What follows belongs to an exercise in optimizing a design on an open flow for small area, a short achievable clock period and few clock cycles; a production flow would make more cautious choices.
The RTL was checked by simulation tests, not by an equivalence proof against the original design.
Power figures rest on the tool's default switching activity, not on a simulated workload.

== run A ==
==> flow/design.v <==
package dzr_pkg;
   typedef logic [2:0] phase_type;
   localparam phase_type PH_WIDTH  = 3'd0;   
   localparam phase_type PH_HEIGHT = 3'd1;   
   localparam phase_type PH_EMPTY  = 3'd3;   
   localparam phase_type PH_FULL   = 3'd4;   
   localparam phase_type PH_LIT    = 3'd5;   
endpackage
module dzr_parser (
   input  logic        clock,
   input  logic        reset,
   input  logic        req_valid,
   output logic        req_ready,
   input  logic [7:0]  req_data_byte,
   output logic        rsp_valid,
   input  logic        rsp_ready,
   output logic [15:0] rsp_depth_value,
   output logic [31:0] rsp_repeat_count,
   output logic        rsp_frame_last,
   output logic        rsp_overrun_error
);
   logic        rdy, rdy_n;
   dzr_pkg::phase_type ph, ph_n;
   logic [1:0]  idx, idx_n;
   logic        mul, mul_n;
   logic        ec1, ec1_n;
   logic        ec2, ec2_n;
   logic [31:0] cnt, cnt_n;
   logic [31:0] rem, rem_n;
   logic [31:0] cnt_out, cnt_out_n;
   logic        sat, sat_n;
   logic        wovf, wovf_n;
   logic [7:0]  lo, lo_n;
   logic [15:0] dep, dep_n;
   logic        last_ff, last_n;
   logic        ovf_ff, ovf_n;
   logic        vld_ff, vld_n;
   logic        take;
   logic        last_byte, last_byte_n, writes_out_n;
   logic        mul_step, mul_busy_n;
   logic        rem_zero, rem_le1;
   logic [31:0] field;
   logic [31:0] x;
   logic        cin;
   logic [31:0] sum;
   logic        cout;
   assign take      = req_valid && rdy;
   assign field     = {req_data_byte, cnt[31:8]};
   assign last_byte = (ph == dzr_pkg::PH_LIT) ? idx[0] : (idx == 2'd3);
   assign mul_step  = mul && (cnt_out != 32'h0);
   assign rem_le1   = (rem[31:1] == 31'h0);
   assign rem_zero  = rem_le1 && !rem[0];
   always_comb begin
      if (mul) x = cnt_out[0] ? cnt : 32'h0;
      else if (ec1) x = ~cnt;
      else if (ec2) x = cnt_out;
      else x = 32'hFFFF_FFFF;
      cin = ec1;
   end
   logic [31:0] g [0:5];
   logic [31:0] p [0:5];
   always_comb begin
      g[0] = rem & x;
      p[0] = rem ^ x;
      g[0][0] = g[0][0] | (p[0][0] & cin);
      for (int l = 0; l < 5; l++) begin
         for (int i = 0; i < 32; i++) begin
            if (((i >> l) & 1) == 1) begin
               g[l + 1][i] = g[l][i] | (p[l][i] & g[l][((i >> l) << l) - 1]);
               p[l + 1][i] = p[l][i] & p[l][((i >> l) << l) - 1];
            end else begin
               g[l + 1][i] = g[l][i];
               p[l + 1][i] = p[l][i];
            end
         end
      end
      sum  = p[0] ^ {g[5][30:0], cin};
      cout = g[5][31];
   end
   always_comb begin
      ph_n      = ph;
      idx_n     = idx;
      mul_n     = mul;
      ec1_n     = ec1;
      ec2_n     = ec2;
      cnt_n     = cnt;
      rem_n     = rem;
      cnt_out_n = cnt_out;
      sat_n     = sat;
      wovf_n    = wovf;
      lo_n      = lo;
      dep_n     = dep;
      last_n    = last_ff;
      ovf_n     = ovf_ff;
      vld_n     = vld_ff && !rsp_ready;
      if (ec1 && !vld_ff) begin
         ec1_n     = 1'b0;
         ec2_n     = (cnt != 32'h0);
         rem_n     = sum;
         ovf_n     = !cout;
         cnt_out_n = cnt;
         dep_n     = 16'h0;
      end
      if (ec2) begin
         ec2_n  = 1'b0;
         vld_n  = 1'b1;
         last_n = ovf_ff || rem_zero;
         if (ovf_ff) begin
            cnt_out_n = sum;
            rem_n     = 32'h0;
         end
      end
      if (mul_step) begin
         rem_n     = sum;
         sat_n     = sat || (cnt_out[0] && (cout || wovf));
         wovf_n    = wovf || cnt[31];
         cnt_n     = {cnt[30:0], 1'b0};
         cnt_out_n = {1'b0, cnt_out[31:1]};
      end else if (mul) begin
         mul_n = 1'b0;
         if (sat) rem_n = 32'hFFFF_FFFF;
      end
      if (ph == dzr_pkg::PH_HEIGHT) begin
         rem_n  = 32'h0;
         sat_n  = 1'b0;
         wovf_n = 1'b0;
      end
      if (take) begin
         idx_n = last_byte ? 2'd0 : idx + 2'd1;
         case (ph)
            dzr_pkg::PH_HEIGHT: begin
               cnt_out_n = {req_data_byte, cnt_out[31:8]};
               if (last_byte) begin
                  ph_n  = dzr_pkg::PH_EMPTY;
                  mul_n = 1'b1;
               end
            end
            dzr_pkg::PH_LIT: begin
               if (!idx[0]) begin
                  lo_n = req_data_byte;
               end else begin
                  vld_n     = 1'b1;
                  dep_n     = {req_data_byte, lo};
                  cnt_out_n = 32'd1;
                  last_n    = (rem == 32'd1);
                  ovf_n     = rem_zero;
                  rem_n     = rem_zero ? rem : sum;
                  cnt_n     = cnt - 32'd1;
                  if (cnt == 32'd1) ph_n = rem_le1 ? dzr_pkg::PH_WIDTH : dzr_pkg::PH_EMPTY;
               end
            end
            default: begin
               cnt_n = field;
               if (last_byte) begin
                  if (ph == dzr_pkg::PH_WIDTH) ph_n = dzr_pkg::PH_HEIGHT;
                  if (ph == dzr_pkg::PH_EMPTY) begin
                     ph_n  = dzr_pkg::PH_FULL;
                     ec1_n = 1'b1;
                  end
                  if (ph == dzr_pkg::PH_FULL) begin
                     if (field != 32'h0) ph_n = dzr_pkg::PH_LIT;
                     else ph_n = rem_zero ? dzr_pkg::PH_WIDTH : dzr_pkg::PH_EMPTY;
                  end
               end
            end
         endcase
      end
      if (mul && !mul_step && rem_zero && !sat) ph_n = dzr_pkg::PH_WIDTH;
      mul_busy_n   = mul_step ? (cnt_out[31:1] != 31'h0) : mul_n;
      last_byte_n  = (ph_n == dzr_pkg::PH_LIT) ? idx_n[0] : (idx_n == 2'd3);
      writes_out_n = (ph_n == dzr_pkg::PH_HEIGHT) || ec1_n ||
                     (ph_n == dzr_pkg::PH_LIT && last_byte_n);
      rdy_n        = !mul_busy_n && !(writes_out_n && vld_n);
   end
   always_ff @(posedge clock) begin
      if (reset) begin
         ph     <= dzr_pkg::PH_WIDTH;
         idx    <= 2'd0;
         mul    <= 1'b0;
         ec1    <= 1'b0;
         ec2    <= 1'b0;
         vld_ff <= 1'b0;
         rdy    <= 1'b1;
      end else begin
         ph     <= ph_n;
         idx    <= idx_n;
         mul    <= mul_n;
         ec1    <= ec1_n;
         ec2    <= ec2_n;
         vld_ff <= vld_n;
         rdy    <= rdy_n;
      end
   end
   always_ff @(posedge clock) begin
      cnt     <= cnt_n;
      rem     <= rem_n;
      cnt_out <= cnt_out_n;
      sat     <= sat_n;
      wovf    <= wovf_n;
      lo      <= lo_n;
      dep     <= dep_n;
      last_ff <= last_n;
      ovf_ff  <= ovf_n;
   end
   assign req_ready         = rdy;
   assign rsp_valid         = vld_ff;
   assign rsp_depth_value   = dep;
   assign rsp_repeat_count  = cnt_out;
   assign rsp_frame_last    = last_ff;
   assign rsp_overrun_error = ovf_ff;
endmodule
module depth_zero_run_decoder (
   input  logic               clock,
   input  logic               reset,
   input  logic               req_valid,
   output logic               req_ready,
   input  logic [7:0]         req_data_byte,
   output logic               rsp_valid,
   input  logic               rsp_ready,
   output logic signed [15:0] rsp_depth_value,
   output logic [31:0]        rsp_repeat_count,
   output logic               rsp_frame_last,
   output logic               rsp_overrun_error
);
   dzr_parser u_parser (
      .clock             (clock),
      .reset             (reset),
      .req_valid         (req_valid),
      .req_ready         (req_ready),
      .req_data_byte     (req_data_byte),
      .rsp_valid         (rsp_valid),
      .rsp_ready         (rsp_ready),
      .rsp_depth_value   (rsp_depth_value),
      .rsp_repeat_count  (rsp_repeat_count),
      .rsp_frame_last    (rsp_frame_last),
      .rsp_overrun_error (rsp_overrun_error)
   );
endmodule
==> flow/config.mk <==
export PLATFORM = sky130hd
export DESIGN_NAME = depth_zero_run_decoder
export DESIGN_NICKNAME = depth_zero_run_decoder
export VERILOG_FILES = /design/flow/design.v
export SDC_FILE = /design/flow/constraint.sdc
export NUM_CORES = 4
export LEC_CHECK = 0
export CAP_MARGIN = 20
export CORE_MARGIN = 2
export CORE_UTILIZATION = 40
export SLEW_MARGIN = 20
==> flow/constraint.sdc <==
create_clock -name core_clock -period 11.0 [get_ports {clock}]
set_input_delay 2.2000 -clock core_clock [delete_from_list [all_inputs] [get_ports {clock}]]
set_output_delay 2.2000 -clock core_clock [all_outputs]
set_load 0.01 [all_outputs]
standard.sh (not shown) runs the stock make flow with config.mk's settings and CLKGATE_MAP_FILE= SYNTH_SCRIPT=/design/flow/synth_recipe.tcl, a recipe that flattens the netlist after the stock synthesis.
==> flow/flow/run.sh <==
#!/bin/bash
# Standard ORFS layout (standard synthesis unchanged). repair_timing aims for
# extra setup slack so the achieved period shrinks; ports get plain buf_1
# buffers; the clock tree uses smaller buffers. Constraints and clock are
# unchanged.
set -euo pipefail
bash standard.sh SETUP_SLACK_MARGIN=7.5 TNS_END_PERCENT=100 SKIP_LAST_GASP=1 \
   "BUFFER_PORTS_ARGS=-buffer_cell sky130_fd_sc_hd__buf_1" \
   "CTS_BUF_LIST=sky130_fd_sc_hd__clkbuf_4 sky130_fd_sc_hd__clkbuf_8" finish > orfs_flow.log 2>&1
Run A finished all stages; the layout is clean.
Testbench counts of run A, summed over its fixed seeds: cycles 67,436.
## Diff of input files: run B against run A
==> flow/flow/run.sh <==
#!/bin/bash
# Standard ORFS layout, with repair_timing aiming for extra setup slack so
# that the achieved period shrinks. Constraints and clock are unchanged.
set -euo pipefail
bash standard.sh SETUP_SLACK_MARGIN=7.5 finish > orfs_flow.log 2>&1
--- outcome ---
Run B went all the way through the flow, and no timing, DRC or antenna check failed. The core of run B is more densely filled than that of run A. Between run B and run A, it is run B whose non-clock buffer contribution to total cell area is higher, by 3.4 points. Power share of the combinational group: run B higher than run A. Compared to run A, run B has final design instance area without fill about 10% higher. [compare] base=run A new=run B: cell count went up; minimum clock period after layout increased 180 ps; sequential share of layout area went down; sequential group share of total power -4.5 points; first-pass GRT wire length went up.
diff inputs: run B => run C
==> flow/flow/run.sh <==
#!/bin/bash
# Standard ORFS layout (standard synthesis unchanged). repair_timing aims for
# extra setup slack so the achieved period shrinks; ports get plain buf_1
# buffers; the clock tree uses smaller buffers. Constraints and clock are
# unchanged.
set -euo pipefail
bash standard.sh SETUP_SLACK_MARGIN=7.0 TNS_END_PERCENT=10 \
   "BUFFER_PORTS_ARGS=-buffer_cell sky130_fd_sc_hd__buf_1" \
   "CTS_BUF_LIST=sky130_fd_sc_hd__clkbuf_4 sky130_fd_sc_hd__clkbuf_8" finish > orfs_flow.log 2>&1
Notes after the runs:
Run C does worse than run B on maximum clock rate. Run B → run C: synthesized-area fraction occupied by and/or/nand/nor cells essentially unchanged; final net count decreased 46; clock skew increased 13 ps. Placed wire-length estimate after detailed placement for run C is lower than for run B. Diff run B -> run C: actual slew at the worst max-slew pin went up; met3 routed wirelength went down. A master of the slowest instance on the critical path of sky130_fd_sc_hd__o211ai_1 is what run C shows, while sky130_fd_sc_hd__dfxtp_4 belongs to run B. Comparing wire length the detailed router placed on met1 for run B and run C, the bigger number came from run B. Placed instance area, run B and run C: smaller value in run C. Looking at sequential share of layout area across run B and run C, the one that comes out lower is run B.

Setup of run D:
Starts from the design.v that is shown in full above.
Settings: LEC_CHECK=0, CAP_MARGIN=20, CORE_MARGIN=2, CORE_UTILIZATION=40, SLEW_MARGIN=20; clock period 11.0 ns.
run.sh (not shown) runs the stock make flow with config.mk's settings and CLKGATE_MAP_FILE= SYNTH_SCRIPT=/design/flow/synth_recipe.tcl, a recipe that flattens the netlist after the stock synthesis.
Stock flow here: none of the scripts above is used.
Testbench counts of run D, summed over its fixed seeds: cycles 67,436.
Here is what was changed in the inputs of run E compared with run D.
==> flow/flow/run.sh (new file) <==
#!/bin/bash
# Standard ORFS layout (standard synthesis unchanged). repair_timing aims for
# extra setup slack so the achieved period shrinks; ports get plain buf_1
# buffers; the clock tree uses smaller buffers. Constraints and clock are
# unchanged.
set -euo pipefail
bash standard.sh SETUP_SLACK_MARGIN=7.5 TNS_END_PERCENT=100 CORE_UTILIZATION=65 \
   "BUFFER_PORTS_ARGS=-buffer_cell sky130_fd_sc_hd__buf_1" \
   "CTS_BUF_LIST=sky130_fd_sc_hd__clkbuf_4 sky130_fd_sc_hd__clkbuf_8" finish > orfs_flow.log 2>&1
==> flow/standard.sh (new file) <==
#!/bin/bash
# synth_recipe.tcl (not shown) runs the flow's synth.tcl, then flattens the netlist and writes it again
# the make line also repeats each setting of config.mk as NAME=value (left out here)
make -C /OpenROAD-flow-scripts/flow DESIGN_CONFIG=/design/flow/config.mk WORK_HOME=/design/flow/orfs CLKGATE_MAP_FILE= SYNTH_SCRIPT=/design/flow/synth_recipe.tcl "${@:-finish}"
removed: flow/run.sh
Run comparison: run E capture point of the critical path u_parser.cnt_out[31]$_DFF_P_; run D capture point of the critical path u_parser.rem[31]$_DFFE_PP_
Of the two values seen for critical path's slowest cell, sky130_fd_sc_hd__and2_1 was produced by run D and sky130_fd_sc_hd__or4_4 by run E.
Compared with run D, in run E final critical-path required period -1250 ps, via count has increased, average routed wire per standard cell shows an increase of 1.2 um, post-route clock period utilization fell 11 points, routed wire length fell by 0.44%.
Taking run D as the reference, in run E count of multi-input combinational gates essentially unchanged; share of total power in sequential cells rose by 2.0 points; clock skew did not really move; met3 layer wire length in the routed design +74%.

Setup of P:
// depth_zero_run_decoder: RTL as listed in full above, without the edits since
==> flow/config.mk <==
export PLATFORM = sky130hd
export DESIGN_NAME = depth_zero_run_decoder
export DESIGN_NICKNAME = depth_zero_run_decoder
export VERILOG_FILES = /design/flow/design.v
export SDC_FILE = /design/flow/constraint.sdc
export NUM_CORES = 4
export LEC_CHECK = 0
export CAP_MARGIN = 20
export CORE_MARGIN = 2
export CORE_UTILIZATION = 40
export SLEW_MARGIN = 20
==> flow/constraint.sdc <==
create_clock -name core_clock -period 11.0 [get_ports {clock}]
set_input_delay 2.2000 -clock core_clock [delete_from_list [all_inputs] [get_ports {clock}]]
set_output_delay 2.2000 -clock core_clock [all_outputs]
set_load 0.01 [all_outputs]
standard.sh (not shown) runs the stock make flow with config.mk's settings and CLKGATE_MAP_FILE= SYNTH_SCRIPT=/design/flow/synth_recipe.tcl, a recipe that flattens the netlist after the stock synthesis.
==> flow/flow/run.sh <==
#!/bin/bash
# Standard ORFS layout (standard synthesis unchanged). repair_timing aims for
# extra setup slack so the achieved period shrinks; ports get plain buf_1
# buffers; the clock tree uses smaller buffers. Constraints and clock are
# unchanged.
set -euo pipefail
bash standard.sh SETUP_SLACK_MARGIN=7.6 TNS_END_PERCENT=100 SKIP_GATE_CLONING=1 \
   "BUFFER_PORTS_ARGS=-buffer_cell sky130_fd_sc_hd__buf_1" \
   "CTS_BUF_LIST=sky130_fd_sc_hd__clkbuf_4 sky130_fd_sc_hd__clkbuf_8" finish > orfs_flow.log 2>&1
Testbench counts of P, summed over its fixed seeds: cycles 67,436.
Relative to P, the following input files were edited for Q:
==> flow/flow/run.sh <==
#!/bin/bash
# Standard ORFS layout (standard synthesis unchanged). repair_timing aims for
# extra setup slack so the achieved period shrinks; ports get plain buf_1
# buffers. Constraints and clock are unchanged.
set -euo pipefail
bash standard.sh SETUP_SLACK_MARGIN=7.5 TNS_END_PERCENT=10 \
   "BUFFER_PORTS_ARGS=-buffer_cell sky130_fd_sc_hd__buf_1" finish > orfs_flow.log 2>&1
Results
The flow did not stop early for Q: all stages ran, and the layout cleared the timing, DRC and antenna checks. P has higher sequential cell fraction of total power than Q. The non-clock buffer count in the final layout of Q falls short of that of P by 12. On die outline width, Q tracks P almost exactly. Looking at launching element of the worst setup path, the u_parser.ec1 result is from P; the req_valid one comes from Q.
The following lists how R was set up differently from Q:
==> flow/flow/run.sh <==
#!/bin/bash
# Standard ORFS layout (standard synthesis unchanged). repair_timing aims for
# extra setup slack so the achieved period shrinks; ports get plain buf_1
# buffers; the clock tree uses smaller buffers. Constraints and clock are
# unchanged.
set -euo pipefail
bash standard.sh SETUP_SLACK_MARGIN=7.5 TNS_END_PERCENT=100 SKIP_GATE_CLONING=1 \
   "BUFFER_PORTS_ARGS=-buffer_cell sky130_fd_sc_hd__buf_1" \
   "CTS_BUF_LIST=sky130_fd_sc_hd__clkbuf_4 sky130_fd_sc_hd__clkbuf_8" finish > orfs_flow.log 2>&1
In the reports for R and Q, the smaller clock power belongs to R. Going from Q to R, power per standard cell area moved down; final standard cell area without fillers went down about 2.6%; slack of the critical path rose 75 ps. Delta (R minus Q): first-pass GRT wire length down about 1%, met3 wire length went down by about 20%, number of DRC markers after the initial detailed-route iteration dropped 141, core occupancy in the finished layout decreased by 1.3 points relative to the old numbers.
#### Input delta (S over R)
diff --git a/flow/flow/run.sh b/flow/flow/run.sh
--- a/flow/flow/run.sh
+++ b/flow/flow/run.sh
@@ -7 +7 @@
-bash standard.sh SETUP_SLACK_MARGIN=7.5 TNS_END_PERCENT=100 SKIP_GATE_CLONING=1 \
+bash standard.sh SETUP_SLACK_MARGIN=7.5 TNS_END_PERCENT=100 CTS_CLUSTER_SIZE=32 CTS_CLUSTER_DIAMETER=200 \
==> comparison <==
- Looking at the reports, S completed the entire flow and the layout it produced met the timing, DRC and antenna checks.
- Delta (S minus R): number of diodes saw little to no change; routed wire length has increased.
- Diff R..S | final total power | negligible
- The number of cells on the critical path number comes out lower for S vs R.
- S and R ended up with nearly the same non-filler instance count after layout.
- The layout multi-input combinational cell count on R is in line with that on S.
- S drops more vias than R.
- Fraction of layout cells with a size suffix above 1, S and R: lower on R
Here is what was changed in the inputs of T compared with S.
diff --git a/flow/flow/run.sh b/flow/flow/run.sh
--- a/flow/flow/run.sh
+++ b/flow/flow/run.sh
@@ -7 +7 @@
-bash standard.sh SETUP_SLACK_MARGIN=7.5 TNS_END_PERCENT=100 CTS_CLUSTER_SIZE=32 CTS_CLUSTER_DIAMETER=200 \
+bash standard.sh SETUP_SLACK_MARGIN=8.0 TNS_END_PERCENT=100  \
==> comparison <==
The non-clock buffer count of T exceeds that of S by 107.
Cmp T and S / share of total power in combinational logic / lower: S
Reported combinational group power came out higher on T than on S.
Worst clock skew, T and S: smaller value in T
Compared with S, T shows a higher via count.
Maximum net fanout on the critical path in T is 9 above S.

==> re-timing with driven ports <==
Ports are ideal in the flow. The routed layouts listed here were re-timed in OpenROAD. Step 1: set_driving_cell puts a clkbuf_16 on clock and a buf_2 on each other input, an assumption about the parent block. Step 2 moves the port delays by t, midway between the first and last clock arrival at a register: inputs arrive t later, outputs are due t later. That takes back most of the time a late clock gives input paths. Slacks: no drivers / after step 1 / after step 2; pairs: no drivers / after step 1.
run | t (ns) | setup WS [ns] | worst setup path at the end | worst register clock-pin slew, ns | pins driven straight from the clock port
run A | 0.518 | 7.519 / 7.475 / 7.053 | input to register | 0.10 / 0.10 | 1
run B | 0.478 | 7.344 / 7.344 / 7.105 | input to register | 0.07 / 0.07 | 1
run C | 0.508 | 7.065 / 7.086 / 6.578 | input to register | 0.10 / 0.10 | 1
run D | 0.475 | 6.199 / 6.199 / 6.129 | input to register | 0.07 / 0.07 | 1
run E | 0.509 | 7.448 / 7.448 / 7.069 | input to register | 0.09 / 0.09 | 1
P | 0.507 | 7.463 / 7.463 / 7.112 | input to register | 0.10 / 0.10 | 1
Q | 0.476 | 7.435 / 7.450 / 6.974 | input to register | 0.07 / 0.07 | 1
R | 0.522 | 7.511 / 7.491 / 7.071 | input to register | 0.10 / 0.10 | 1
S | 0.518 | 7.519 / 7.475 / 7.053 | input to register | 0.10 / 0.10 | 1
T | 0.516 | 7.451 / 7.451 / 7.252 | input to register | 0.10 / 0.10 | 1
After both steps every run listed still meets setup and hold. For run C, which loses most, drivers alone change the setup slack by +0.021 ns; drivers and shift together by -0.487 ns.
